This is an optimization exercise on Yosys and OpenROAD, whose aim is small area, a short achievable clock period and few clock cycles, not a production implementation. Only simulation tests tie the RTL to the original design; equivalence was not proved. Power figures rest on the tool's default switching activity, not on a simulated workload.

## memory_functional_unit
module memory_functional_unit #(
   parameter int NS = 2,     
   parameter int NQ = 1,     
   parameter int EXCL = 0,
   parameter int GOSAFE = 0
) (
   input  logic         clk,
   input  logic         nrst,
   input  logic [119:0] i_issue,
   input  logic         i_issue_valid,
   output logic         o_issue_ready,
   input  logic [35:0]  i_cdb,
   input  logic         i_cdb_valid,
   input  logic [4:0]   i_commit,
   input  logic         i_commit_valid,
   output logic [35:0]  o_cdb,
   output logic         o_cdb_valid,
   input  logic         i_cdb_ready,
   output logic [72:0]  o_mem,
   output logic         o_mem_valid,
   input  logic         i_mem_ready
);
   localparam int SW = (NS > 4) ? 3 : (NS > 2) ? 2 : 1;                 
   localparam int PW = (NS > 4) ? 4 : (NS > 2) ? 3 : (NS > 1) ? 2 : 1;  
   localparam int QW = (NQ > 4) ? 3 : (NQ > 2) ? 2 : 1;
   logic [3:0]  is_rob;
   logic        is_st;
   logic [1:0]  is_lo;
   logic [36:0] is_base, is_off, is_data;
   assign is_rob  = i_issue[119:116];
   assign is_st   = i_issue[113];
   assign is_lo   = i_issue[112:111];
   assign is_base = i_issue[110:74];
   assign is_off  = i_issue[73:37];
   assign is_data = i_issue[36:0];
   logic [3:0]  cdb_tag;
   logic [31:0] cdb_val;
   assign cdb_tag = i_cdb[35:32];
   assign cdb_val = i_cdb[31:0];
   logic [3:0]  sb_rob   [NS];
   logic [1:0]  sb_lo    [NS];
   logic [31:0] sb_addr  [NS];
  ...
Size: ~2200 cells after synthesis, ~280 I/O pins, about 0.017 mm^2 of cells after synthesis.
==> flow/config.mk <==
export PLATFORM = sky130hd
export DESIGN_NAME = memory_functional_unit
export DESIGN_NICKNAME = memory_functional_unit
export VERILOG_FILES = /design/flow/design.v
export SDC_FILE = /design/flow/constraint.sdc
export NUM_CORES = 4
export LEC_CHECK = 0
export ABC_AREA = 1
export CAP_MARGIN = 20
export CORE_MARGIN = 2
export CORE_UTILIZATION = 50
export SETUP_SLACK_MARGIN = 3.0
export SLEW_MARGIN = 20
==> flow/constraint.sdc <==
create_clock -name core_clock -period 7.0 [get_ports {clk}]
set_input_delay 1.4000 -clock core_clock [delete_from_list [all_inputs] [get_ports {clk}]]
set_output_delay 1.4000 -clock core_clock [all_outputs]
set_load 0.01 [all_outputs]
standard.sh (not shown) runs the stock make flow with config.mk's settings and CLKGATE_MAP_FILE= SYNTH_SCRIPT=/design/flow/synth_recipe.tcl, a recipe that flattens the netlist after the stock synthesis.
==> flow/flow/run.sh <==
#!/bin/bash
# Standard layout, with the port buffers made from the smallest buffer cell.
set -euo pipefail
bash standard.sh "BUFFER_PORTS_ARGS=-buffer_cell sky130_fd_sc_hd__buf_1" finish > standard_make.log 2>&1
The starting point finished clean.
Testbench counts at the start, summed over its fixed seeds: cycles 9,134.
Next try:
--- a/flow/config.mk
+++ b/flow/config.mk
@@ -10,4 +10,6 @@
 export CORE_MARGIN = 2
 export CORE_UTILIZATION = 50
+export CTS_CLUSTER_DIAMETER = 80
+export CTS_CLUSTER_SIZE = 22
 export SETUP_SLACK_MARGIN = 3.0
 export SLEW_MARGIN = 20
After rerunning: Area after synthesis does not change; register-to-register slack loses 0.06 ns; fmax is lower by 0.94%; via count is lower by about 0.7%; power is lower by 7.4%; worst hold slack gains 0.0067 ns; count of clock-buffer cells in the layout is lower by 22; die area stays the same.
Next try:
--- a/flow/config.mk
+++ b/flow/config.mk
@@ -9,5 +9,5 @@
 export CAP_MARGIN = 20
 export CORE_MARGIN = 2
-export CORE_UTILIZATION = 50
+export CORE_UTILIZATION = 60
 export CTS_CLUSTER_DIAMETER = 80
 export CTS_CLUSTER_SIZE = 22
=> Clock power falls by roughly a tenth. First-iteration DRC count rises by a quarter to a third. Fmax barely changes. Routed wire length is lower by a few percent. Die area is lower by about a fifth.
Next try:
--- a/flow/config.mk
+++ b/flow/config.mk
@@ -9,5 +9,5 @@
 export CAP_MARGIN = 20
 export CORE_MARGIN = 2
-export CORE_UTILIZATION = 60
+export CORE_UTILIZATION = 45
 export CTS_CLUSTER_DIAMETER = 80
 export CTS_CLUSTER_SIZE = 22
The new run ran to the end with no violations.
Power rose by about 3%.
Synthesized cell count is unchanged.
Fmax hardly moves.
Area after synthesis stays the same.
Clock power rose by about 10%.


Starting RTL as in the previous note.
==> flow/config.mk <==
export PLATFORM = sky130hd
export DESIGN_NAME = memory_functional_unit
export DESIGN_NICKNAME = memory_functional_unit
export VERILOG_FILES = /design/flow/design.v
export SDC_FILE = /design/flow/constraint.sdc
export NUM_CORES = 4
export LEC_CHECK = 0
export ABC_AREA = 1
export CAP_MARGIN = 20
export CORE_MARGIN = 2
export CORE_UTILIZATION = 60
export SETUP_SLACK_MARGIN = 2.5
export SLEW_MARGIN = 20
==> flow/constraint.sdc <==
create_clock -name core_clock -period 7.0 [get_ports {clk}]
set_input_delay 1.4000 -clock core_clock [delete_from_list [all_inputs] [get_ports {clk}]]
set_output_delay 1.4000 -clock core_clock [all_outputs]
set_load 0.01 [all_outputs]
Scripts as last shown in full above: flow/flow/run.sh
Testbench counts at the start, summed over its fixed seeds: cycles 9,134.
Then changed:
- CORE_UTILIZATION: 60 -> 55
- CTS_CLUSTER_DIAMETER: not set -> 80
- CTS_CLUSTER_SIZE: not set -> 25
- SETUP_SLACK_MARGIN: 2.5 -> 3.0
=> Total power goes down by 5.6%. Wire length goes up by 0.49%. Flip-flop and latch count stays the same. Register-to-register slack gets better by 0.42 ns. Sequential power hardly moves. Worst setup slack improved by 0.41 ns. Count of clock-buffer cells in the layout goes down by 15. Combinational power came out higher by 8.9%. First-iteration DRC count shrinks by about 20%. Utilization falls by 6.3 points. Global-route usage is lower by 2.4 points.
Then changed:
- CORE_UTILIZATION: 55 -> 60
- CTS_CLUSTER_DIAMETER: 80 -> not set
- CTS_CLUSTER_SIZE: 25 -> not set
Result: The changed run finished clean. Clock-buffer cell count climbs by 20. Combinational power barely changes. Via count is higher by 3.5%. Sequential power is about the same. Hold slack is worse by 0.0060 ns. Final cell count climbs by 0.52%. Sequential share of layout area decreases by 0.76 points. Worst setup slack loses 0.093 ns. Synthesized area does not change. Flip-flop and latch count is unchanged.
Then changed:
- CORE_UTILIZATION: 60 -> 50
- CTS_CLUSTER_DIAMETER: not set -> 80
- CTS_CLUSTER_SIZE: not set -> 22
- SETUP_SLACK_MARGIN: 3.0 -> 3.2
What happened: Final cell count increases by 2.1%. Cell area increases by 0.56%. Via count decreases by 2.7%. Setup slack gets better by 0.10 ns. Synthesized area is unchanged.


P:
Another version of the RTL of memory_functional_unit (not shown whole).
Size: ~1200 cells after synthesis, ~300 flip-flops, ~280 I/O pins, ~17000 µm² of cells after synthesis.
==> flow/design.v (excerpt) <==
module memory_functional_unit #(
   parameter int NS = 2,     
   parameter int NQ = 1,     
   parameter int EXCL = 0,
   parameter int GOSAFE = 0
) (
   input  logic         clk,
   input  logic         nrst,
   input  logic [119:0] i_issue,
   input  logic         i_issue_valid,
   output logic         o_issue_ready,
   input  logic [35:0]  i_cdb,
   input  logic         i_cdb_valid,
   input  logic [4:0]   i_commit,
   input  logic         i_commit_valid,
   output logic [35:0]  o_cdb,
   output logic         o_cdb_valid,
   input  logic         i_cdb_ready,
   output logic [72:0]  o_mem,
   output logic         o_mem_valid,
   input  logic         i_mem_ready
);
Settings: LEC_CHECK=0, CAP_MARGIN=20, CORE_MARGIN=2, CORE_UTILIZATION=55, CTS_BUF_LIST=sky130_fd_sc_hd__clkbuf_4, CTS_CLUSTER_SIZE=30, SETUP_SLACK_MARGIN=3.0, SLEW_MARGIN=20; clock period 7.0 ns.
run.sh (not shown) runs the stock make flow with config.mk's settings and CLKGATE_MAP_FILE= SYNTH_SCRIPT=/design/flow/synth_recipe.tcl, a recipe that flattens the netlist after the stock synthesis.
Stock flow here: none of the scripts above is used.
Testbench counts of P, summed over its fixed seeds: cycles 9,350.
Input changes introduced in Q (baseline for comparison: P):
==> flow/flow/run.sh (new file) <==
#!/bin/bash
# Standard layout, with the port buffers made from the smallest buffer cell.
set -euo pipefail
bash standard.sh "BUFFER_PORTS_ARGS=-buffer_cell sky130_fd_sc_hd__buf_1" finish > standard_make.log 2>&1
==> flow/standard.sh (new file) <==
#!/bin/bash
# synth_recipe.tcl (not shown) runs the flow's synth.tcl, then flattens the netlist and writes it again
# the make line also repeats each setting of config.mk as NAME=value (left out here)
make -C /OpenROAD-flow-scripts/flow DESIGN_CONFIG=/design/flow/config.mk WORK_HOME=/design/flow/orfs CLKGATE_MAP_FILE= SYNTH_SCRIPT=/design/flow/synth_recipe.tcl "${@:-finish}"
--- a/flow/config.mk
+++ b/flow/config.mk
@@ -8,7 +8,5 @@
 export CAP_MARGIN = 20
 export CORE_MARGIN = 2
-export CORE_UTILIZATION = 55
-export CTS_BUF_LIST = sky130_fd_sc_hd__clkbuf_4
-export CTS_CLUSTER_SIZE = 30
+export CORE_UTILIZATION = 60
 export SETUP_SLACK_MARGIN = 3.0
 export SLEW_MARGIN = 20
removed: flow/run.sh
Findings:
P → Q: register area about even, core box area now sits lower.
Q: full flow OK, the timing, DRC and antenna checks passed
Of Q and P, the run reporting the higher global routing met1 resource utilization was Q.
Comparing Q against P, there is no change at all in number of clock sinks seen by CTS.
Relative to P, fraction of area in registers has increased by 3.7 points in Q.
Going from P to Q, the cell total after placement was found to have gone down by 0.64%.
Cell area reported after detailed placement: Q vs P down 8.4%


Setup of the previous run:
Another version of the RTL of memory_functional_unit (not shown whole).
Size: about 1,300 cells after synthesis, ~290 flip-flops, roughly 280 I/O pins, ~0.016 mm^2 of cells after synthesis.
clock: 7.0 ns
lec_check: 0
cap_margin: 20
core_margin: 2
core_utilization: 60
setup_slack_margin: 3.3
slew_margin: 20
standard.sh (not shown) runs the stock make flow with config.mk's settings and CLKGATE_MAP_FILE= SYNTH_SCRIPT=/design/flow/synth_recipe.tcl, a recipe that flattens the netlist after the stock synthesis.
==> flow/flow/run.sh <==
#!/bin/bash
# Standard layout, with the port buffers made from the smallest buffer cell.
set -euo pipefail
bash standard.sh "BUFFER_PORTS_ARGS=-buffer_cell sky130_fd_sc_hd__buf_1" finish > standard_make.log 2>&1
Testbench counts of the previous run, summed over its fixed seeds: cycles 9,134.
Inputs modified between the previous run and the current run:
- changing SETUP_SLACK_MARGIN from 3.3 to 3.0
### Flow results
The current run vs the previous run — fraction of power spent switching nets dropped 0.74 points.
There was hardly any difference in delay of the slowest cell on the worst path between the current run and the previous run.
From the previous run to the current run the numbers moved as follows: total power went down, wire length on met3 went down.
Comparing the previous run and the current run, the lower initial antenna violation count is on the previous run.
In the reports for the previous run and the current run, the smaller combinational group share of total power belongs to the current run.
In the current run, the final period demand of the worst path came out 0.027 ns above the value in the previous run.
Per the comparison of the current run with the previous run, utilization decreased 2.5 points, clock group total power went up.

separate check: timing with driven ports:
The flow's constraints put no driver on any port. The routed layouts listed below were extracted and timed again, unchanged, in two steps. Step 1, drivers: a clkbuf_16 drives clk and a buf_2 each remaining input, both assumed. Step 2 also shifts input and output timing later by t, the mid clock arrival at the registers, as if the neighbouring blocks saw the same clock. Three values: no drivers, after step 1, after step 2; two values: the first two.
| run | shift t [ns] | slack for setup (ns) | worst setup path after step 2 |
|---|---|---|---|
| the first run of note 1 | 0.561 | 3.133 / 3.079 / 2.595 | input to register |
| the second run of note 1 | 0.577 | 3.096 / 3.045 / 2.543 | input to register |
| the third run of note 1 | 0.573 | 3.087 / 3.079 / 2.541 | input to register |
| the fourth run of note 1 | 0.588 | 3.092 / 3.032 / 2.535 | input to register |
| the first run of note 2 | 0.618 | 2.714 / 2.663 / 2.168 | input to register |
| the second run of note 2 | 0.567 | 3.121 / 3.069 / 2.624 | input to register |
| the third run of note 2 | 0.622 | 3.028 / 3.057 / 2.435 | input to register |
| the fourth run of note 2 | 0.574 | 3.129 / 3.143 / 2.570 | input to register |
| P | 0.770 | 2.535 / 2.486 / 2.200 | input to register |
| Q | 0.556 | 2.767 / 2.714 / 2.275 | input to register |
| the previous run | 0.611 | 2.789 / 2.737 / 2.501 | input to register |
| the current run | 0.603 | 2.762 / 2.711 / 2.409 | input to register |
After both steps setup and hold are still met in every run listed. The setup slack of the third run of note 2, which loses most, moves by +0.029 ns with the drivers and by -0.593 ns with both steps.
